Background: an optimization exercise with open tools, aiming at small area, a short achievable clock period and few clock cycles. Do not read the settings as production practice.
In this exercise RTL edits were held to simulation tests only and were not proved equivalent to the original.
Power is estimated from default activity; no workload was simulated.

==> flow/design.v <==
package dcache_pkg;
    typedef logic [32-1:0] word_t;
    typedef struct packed {
        logic [26-1:0] tag;
        logic [3-1:0] idx;
        logic                     blkoff;
        logic [1:0]               bytoff;
    } dcache_addr_t;
    typedef struct packed {
        logic                               valid;
        logic                               dirty;
        logic [26-1:0]           tag;
        word_t [2-1:0]      data;
    } dcache_frame_t;
    typedef enum logic [4:0] {
        IDLE,
        WB_ONE,
        WB_TWO,
        FILL_ONE,
        FILL_TWO,
        FLUSH_CHECK,
        FLUSH_ONE,
        FLUSH_TWO,
        DONE
    } ctrl_state_t;
endpackage
module dcache (
    input  logic               CLK,
    input  logic               n_rst,
    input  logic               halt,
    input  logic               dmemREN,
    input  logic               dmemWEN,
    input  dcache_pkg::word_t  dmemaddr,
    input  dcache_pkg::word_t  dmemstore,
    input  logic               dwait,
    input  dcache_pkg::word_t  dload,
    output logic               dhit,
    output dcache_pkg::word_t  dmemload,
    output logic               flushed,
    output logic               dREN,
    output logic               dWEN,
    output dcache_pkg::word_t  daddr,
    output dcache_pkg::word_t  dstore
);
    localparam int TW = 26;
    logic [15:0]          valid, dirty;
    logic [15:0][TW-1:0]  tags;
    logic [15:0][31:0]    dw0, dw1;
    logic [7:0]           lru;
    logic p_idle, p_hit, p_retry, p_wait, p_fscan, p_done;
    logic b_wb0, b_wb1, b_f0, b_f1;
    logic                 dren_r, dwen_r;
    logic [31:0]          dmemload_r, dstore_r, wb1_r;
    logic [29:0]          daddr_r;
    logic                 h0_r, h1_r, acc_r;
    logic [2:0]           lk_idx;
    logic                 lk_blk, lk_wr, lk_vic;
    logic                 way_r, upd_r;
    logic [TW-1:0]        pm_tag;
    logic [2:0]           pm_idx;
    logic                 pm_way, pm_blk, pm_wr;
    logic                 pm_flush;
    assign dhit     = p_hit;
    assign dmemload = dmemload_r;
    assign flushed  = p_done;
    assign dREN     = dren_r;
    assign dWEN     = dwen_r;
    assign daddr    = {daddr_r, 2'b00};
    assign dstore   = dstore_r;
    logic [TW-1:0] in_tag;
    logic [2:0]    in_idx;
    logic          in_blk;
    logic          req;
    assign in_tag = dmemaddr[31:6];
    assign in_idx = dmemaddr[5:3];
    assign in_blk = dmemaddr[2];
    assign req    = dmemREN | dmemWEN;
    logic busy;
    assign busy = dren_r | dwen_r;
    logic [15:0] vd, f_vd;
    logic        f_any_c, f_go;
    logic [3:0]  f_blk_c;
    logic        f_any, busy_d;
    logic [3:0]  f_blk;
    assign vd   = valid & dirty;
    assign f_go = (!busy && !busy_d) || (pm_flush && b_wb1 && !dwait);
    always_comb begin
        f_vd = vd;
        if (busy && pm_flush) f_vd[{pm_idx, pm_way}] = 1'b0;
        f_any_c = |f_vd;
        f_blk_c = '0;
        for (int k = 15; k >= 0; k--)
            if (f_vd[k]) f_blk_c = 4'(k);
    end
    always_ff @(posedge CLK) begin
        f_any <= f_any_c;
        f_blk <= f_blk_c;
    end
    logic [2:0]    rd_idx;
    logic [TW-1:0] rtag0, rtag1;
    logic [31:0]   r00, r01, r10, r11;    
    assign rd_idx = p_fscan ? f_blk[3:1] : in_idx;
    assign rtag0  = tags[{rd_idx, 1'b0}];
    assign rtag1  = tags[{rd_idx, 1'b1}];
    assign r00    = dw0[{rd_idx, 1'b0}];
    assign r01    = dw1[{rd_idx, 1'b0}];
    assign r10    = dw0[{rd_idx, 1'b1}];
    assign r11    = dw1[{rd_idx, 1'b1}];
    logic [15:0] match;
    always_comb
        for (int k = 0; k < 16; k++)
            match[k] = valid[k] && (tags[k] == in_tag);
    logic h0, h1;
    assign h0 = match[{in_idx, 1'b0}];
    assign h1 = match[{in_idx, 1'b1}];
    logic [7:0] vic_vd;
    always_comb
        for (int i = 0; i < 8; i++)
            vic_vd[i] = lru[i] ? vd[2*i+1] : vd[2*i];
    logic [15:0] lmatch;
    always_comb
        for (int k = 0; k < 16; k++)
            lmatch[k] = valid[k] && (tags[k][3:0] == in_tag[3:0]);
    logic lm0, lm1;
    assign lm0 = lmatch[{in_idx, 1'b0}];
    assign lm1 = lmatch[{in_idx, 1'b1}];
    logic vic, mru, vic_dirty;
    assign vic       = lru[in_idx];
    assign mru       = (lm0 != lm1) ? lm1 : ~vic;
    assign vic_dirty = vic_vd[in_idx];
    logic conflict, bus_free, hit_ok, miss_ok;
    assign conflict = busy && (in_idx == pm_idx);
    assign bus_free = !busy || (b_f1 && !dwait);
    assign hit_ok   = dmemREN || !busy || b_wb0 || (b_wb1 && in_blk) || (b_f1 && !in_blk);
    assign miss_ok  = bus_free && !conflict;
    logic ok0, ok1;
    assign ok0 = !(conflict && !pm_way);
    assign ok1 = !(conflict &&  pm_way);
    logic lookup, a_r0, a_r1, a_w0, a_w1, a_m;
    assign lookup = p_idle && !halt && req;
    logic w0_done;
    assign w0_done = b_f1 && !in_blk;
    assign a_r0   = lookup && (ok0 || w0_done) && dmemREN;
    assign a_r1   = lookup && (ok1 || w0_done) && dmemREN;
    assign a_w0   = lookup && (ok0 || w0_done) && hit_ok && dmemWEN;
    assign a_w1   = lookup && (ok1 || w0_done) && hit_ok && dmemWEN;
    assign a_m    = lookup && miss_ok;
    logic go_hit, go_retry, go_miss;
    assign go_hit   = ((a_w0 || (a_r0 && !mru)) && h0) || ((a_w1 || (a_r1 && mru)) && h1);
    assign go_retry = (a_r0 && mru && h0) || (a_r1 && !mru && h1);
    assign go_miss  = a_m && !h0 && !h1;
    logic word_in;    
    assign word_in = p_wait && !dwait && ((b_f0 && !pm_blk) || (b_f1 && pm_blk));
    logic fill0_en, fill1_en, hitw_en;
    assign fill0_en = b_f0 && !(pm_wr && !pm_blk);
    assign fill1_en = b_f1 && !(pm_wr &&  pm_blk);
    assign hitw_en  = p_hit && lk_wr;
    logic [31:0] wval0, wval1;
    assign wval0 = (hitw_en && !lk_blk) ? dmemstore : dload;
    assign wval1 = (hitw_en &&  lk_blk) ? dmemstore : dload;
    logic [3:0] fill_blk, hit_blk;
    assign fill_blk = {pm_idx, pm_way};
    assign hit_blk  = {lk_idx, way_r};
    assign way_r = h1_r || (!h0_r && lk_vic);
    assign upd_r = h0_r || h1_r;
    always_ff @(posedge CLK) begin
        for (int k = 0; k < 16; k++) begin
            if ((fill0_en && fill_blk == 4'(k)) || (hitw_en && !lk_blk && hit_blk == 4'(k)))
                dw0[k] <= wval0;
            if ((fill1_en && fill_blk == 4'(k)) || (hitw_en &&  lk_blk && hit_blk == 4'(k)))
                dw1[k] <= wval1;
            if (b_f0 && fill_blk == 4'(k))
                tags[k] <= pm_tag;
        end
    end
    always_ff @(posedge CLK, negedge n_rst) begin
        if (!n_rst) begin
            valid <= '0;
            dirty <= '0;
            lru   <= '0;
        end else begin
            if (b_f0) begin
                valid[fill_blk] <= 1'b1;
                dirty[fill_blk] <= pm_wr;
            end
            if (acc_r)
                lru[lk_idx] <= ~way_r;
            if (p_hit && upd_r && lk_wr)
                dirty[hit_blk] <= 1'b1;
            if (pm_flush && b_wb1)
                dirty[fill_blk] <= 1'b0;
        end
    end
    always_ff @(posedge CLK, negedge n_rst) begin
        if (!n_rst) begin
            p_idle   <= 1'b1;
            p_hit    <= 1'b0;
            p_retry  <= 1'b0;
            p_wait   <= 1'b0;
            p_fscan  <= 1'b0;
            p_done   <= 1'b0;
            b_wb0    <= 1'b0;
            b_wb1    <= 1'b0;
            b_f0     <= 1'b0;
            b_f1     <= 1'b0;
            dren_r   <= 1'b0;
            dwen_r   <= 1'b0;
            pm_flush <= 1'b0;
            busy_d   <= 1'b0;
        end else begin
            busy_d  <= busy;
            p_hit   <= go_hit || (go_miss && dmemWEN) || p_retry || word_in;
            p_retry <= go_retry;
            p_wait  <= (go_miss && dmemREN) || (p_wait && !word_in);
            p_idle  <= p_hit || (p_idle && !halt && !go_hit && !go_retry && !go_miss);
            p_fscan <= (p_idle && halt) || (p_fscan && !(f_go && !f_any));
            p_done  <= p_done || (p_fscan && f_go && !f_any);
            b_wb0  <= (go_miss && vic_dirty) || (p_fscan && f_go && f_any) || (b_wb0 && dwait);
            b_wb1  <= (b_wb0 && !dwait) || (b_wb1 && dwait);
            b_f0   <= (go_miss && !vic_dirty) || (b_wb1 && !dwait && !pm_flush) || (b_f0 && dwait);
            b_f1   <= (b_f0 && !dwait) || (b_f1 && dwait);
            dwen_r <= (go_miss && vic_dirty) || (p_fscan && f_go && f_any) || b_wb0 ||
                      (b_wb1 && dwait);
            dren_r <= (go_miss && !vic_dirty) || (b_wb1 && !dwait && !pm_flush) || b_f0 ||
                      (b_f1 && dwait);
            if (p_fscan && f_go) pm_flush <= 1'b1;
        end
    end
    always_ff @(posedge CLK) begin
        acc_r <= go_hit || go_retry || go_miss;
        if (p_wait)
            dmemload_r <= dload;
        else if ((p_retry ? way_r : mru))
            dmemload_r <= in_blk ? r11 : r10;
        else
            dmemload_r <= in_blk ? r01 : r00;
        if (p_idle) begin
            h0_r       <= h0;
            h1_r       <= h1;
            lk_idx     <= in_idx;
            lk_blk     <= in_blk;
            lk_wr      <= dmemWEN;
            lk_vic     <= vic;
        end
        if ((p_idle && bus_free) || (p_fscan && f_go)) begin
            dstore_r <= (p_fscan ? f_blk[0] : vic) ? r10 : r00;
            wb1_r    <= (p_fscan ? f_blk[0] : vic) ? r11 : r01;
        end
        if (p_idle && bus_free) begin
            daddr_r <= {(vic_dirty ? (vic ? rtag1 : rtag0) : in_tag), in_idx, 1'b0};
            pm_tag  <= in_tag;
            pm_idx  <= in_idx;
            pm_way  <= vic;
            pm_blk  <= in_blk;
            pm_wr   <= dmemWEN;
        end
        if (p_fscan && f_go) begin
            daddr_r <= {(f_blk[0] ? rtag1 : rtag0), f_blk[3:1], 1'b0};
            pm_idx  <= f_blk[3:1];
            pm_way  <= f_blk[0];
        end
        if (b_wb0 && !dwait) begin
            daddr_r[0] <= 1'b1;
            dstore_r   <= wb1_r;
        end
        if (b_wb1 && !dwait && !pm_flush) daddr_r <= {pm_tag, pm_idx, 1'b0};
        if (b_f0 && !dwait) daddr_r[0] <= 1'b1;
    end
endmodule
==> flow/config.mk <==
export PLATFORM = sky130hd
export DESIGN_NAME = dcache
export DESIGN_NICKNAME = dcache
export VERILOG_FILES = /design/flow/design.v
export SDC_FILE = /design/flow/constraint.sdc
export NUM_CORES = 4
export LEC_CHECK = 0
export CAP_MARGIN = 20
export CELL_PAD_IN_SITES_DETAIL_PLACEMENT = 0
export CELL_PAD_IN_SITES_GLOBAL_PLACEMENT = 1
export CORE_MARGIN = 2
export CORE_UTILIZATION = 55
export PLACE_DENSITY = 0.68
export SLEW_MARGIN = 20
export TNS_END_PERCENT = 0
==> flow/constraint.sdc <==
create_clock -name core_clock -period 10.0 [get_ports {CLK}]
set_input_delay 2.0000 -clock core_clock [delete_from_list [all_inputs] [get_ports {CLK}]]
set_output_delay 2.0000 -clock core_clock [all_outputs]
set_load 0.01 [all_outputs]
standard.sh (not shown) runs the stock make flow with config.mk's settings and CLKGATE_MAP_FILE= SYNTH_SCRIPT=/design/flow/synth_recipe.tcl, a recipe that flattens the netlist after the stock synthesis.
==> flow/flow/run.sh <==
#!/bin/bash
# The standard layout (standard.sh: the standard flow's own ORFS run, synthesis included,
# unchanged), with extra ORFS variables, one per line, from flow/make_args.txt:
# a setup slack margin that makes timing repair aim below the design's
# period, sizing free of cell footprints, the port buffer cell, and clock
# tree options. The make output goes to standard_flow.log; ORFS keeps each
# step's own log under orfs/logs.
set -euo pipefail
mapfile -t ARGS < <(grep -v '^\s*$' flow/make_args.txt)
bash standard.sh "${ARGS[@]}" finish > standard_flow.log 2>&1
==> flow/flow/make_args.txt <==
SETUP_SLACK_MARGIN=6.6
MATCH_CELL_FOOTPRINT=0
BUFFER_PORTS_ARGS=-buffer_cell sky130_fd_sc_hd__buf_4
CTS_ARGS=-sink_clustering_enable -repair_clock_nets -dont_use_dummy_load -sink_clustering_size 12 -sink_clustering_max_diameter 40 -root_buf sky130_fd_sc_hd__clkbuf_16 -buf_list sky130_fd_sc_hd__clkbuf_8
Testbench counts at the start, summed over its fixed seeds: cycles 16,720.
Edit:
--- a/flow/design.v
+++ b/flow/design.v
@@ -137,14 +137,12 @@
     assign ok0 = !(conflict && !pm_way);
     assign ok1 = !(conflict &&  pm_way);
     logic lookup, a_r0, a_r1, a_w0, a_w1, a_m;
     assign lookup = p_idle && !halt && req;
-    logic w0_done;
-    assign w0_done = b_f1 && !in_blk;
-    assign a_r0   = lookup && (ok0 || w0_done) && dmemREN;
-    assign a_r1   = lookup && (ok1 || w0_done) && dmemREN;
-    assign a_w0   = lookup && (ok0 || w0_done) && hit_ok && dmemWEN;
-    assign a_w1   = lookup && (ok1 || w0_done) && hit_ok && dmemWEN;
+    assign a_r0   = lookup && ok0 && dmemREN;
+    assign a_r1   = lookup && ok1 && dmemREN;
+    assign a_w0   = lookup && ok0 && hit_ok && dmemWEN;
+    assign a_w1   = lookup && ok1 && hit_ok && dmemWEN;
     assign a_m    = lookup && miss_ok;
     logic go_hit, go_retry, go_miss;
     assign go_hit   = ((a_w0 || (a_r0 && !mru)) && h0) || ((a_w1 || (a_r1 && mru)) && h1);
     assign go_retry = (a_r0 && mru && h0) || (a_r1 && !mru && h1);
@@ -168,9 +166,9 @@
             if ((fill0_en && fill_blk == 4'(k)) || (hitw_en && !lk_blk && hit_blk == 4'(k)))
                 dw0[k] <= wval0;
             if ((fill1_en && fill_blk == 4'(k)) || (hitw_en &&  lk_blk && hit_blk == 4'(k)))
                 dw1[k] <= wval1;
-            if (b_f0 && fill_blk == 4'(k))
+            if (b_f1 && fill_blk == 4'(k))
                 tags[k] <= pm_tag;
         end
     end
     always_ff @(posedge CLK, negedge n_rst) begin
@@ -178,9 +176,9 @@
             valid <= '0;
             dirty <= '0;
             lru   <= '0;
         end else begin
-            if (b_f0) begin
+            if (b_f1 && !pm_flush) begin
                 valid[fill_blk] <= 1'b1;
                 dirty[fill_blk] <= pm_wr;
             end
             if (acc_r)
Worst setup slack is worse by 36 ps.
Die area is about the same.
Clock power is about the same.
Critical path depth came out lower by 2.
Final cell count hardly moves.
Total power barely changes.
Global-route usage came out higher by 0.30 points.
Final area is about the same.
Wire length came out higher by 2.0%.
Combinational power came out higher by about 2%.
Count of clock-buffer cells in the layout came out lower by 2.
Synthesized cell count barely changes.
Testbench counts after the change, summed over its fixed seeds: cycles 16,860.

[port drivers added, routing unchanged]
How much do the figures lean on ideal ports? The routed layouts below were timed once more, with nothing changed but the port constraints.
Step 1 (the two cells are an assumption about what drives the block):
set clk [get_ports {CLK}]
set_driving_cell -lib_cell sky130_fd_sc_hd__clkbuf_16 $clk
set_driving_cell -lib_cell sky130_fd_sc_hd__buf_2 [delete_from_list [all_inputs] $clk]
Step 2 times the ports against the registers' clock, not the clock port: input delays grow and output delays shrink by t, the midpoint of the rising clock arrivals with the driver on.
Slacks: no drivers / after step 1 / after step 2; pairs: no drivers / after step 1.
run | t (ns) | setup slack, ns | latest minus earliest clock arrival (ns) | slew at the worst register clock pin (ns) | cell pins on the clock port's net
the first run | 0.844 | 6.143 / 6.046 / 5.202 | 0.095 / 0.096 | 0.08 / 0.08 | 1
the second run | 0.836 | 6.107 / 5.974 / 5.139 | 0.121 / 0.121 | 0.08 / 0.08 | 1
After both steps every run listed still meets setup and hold. For the second run, which loses most, drivers alone change the setup slack by -0.133 ns; drivers and shift together by -0.968 ns.
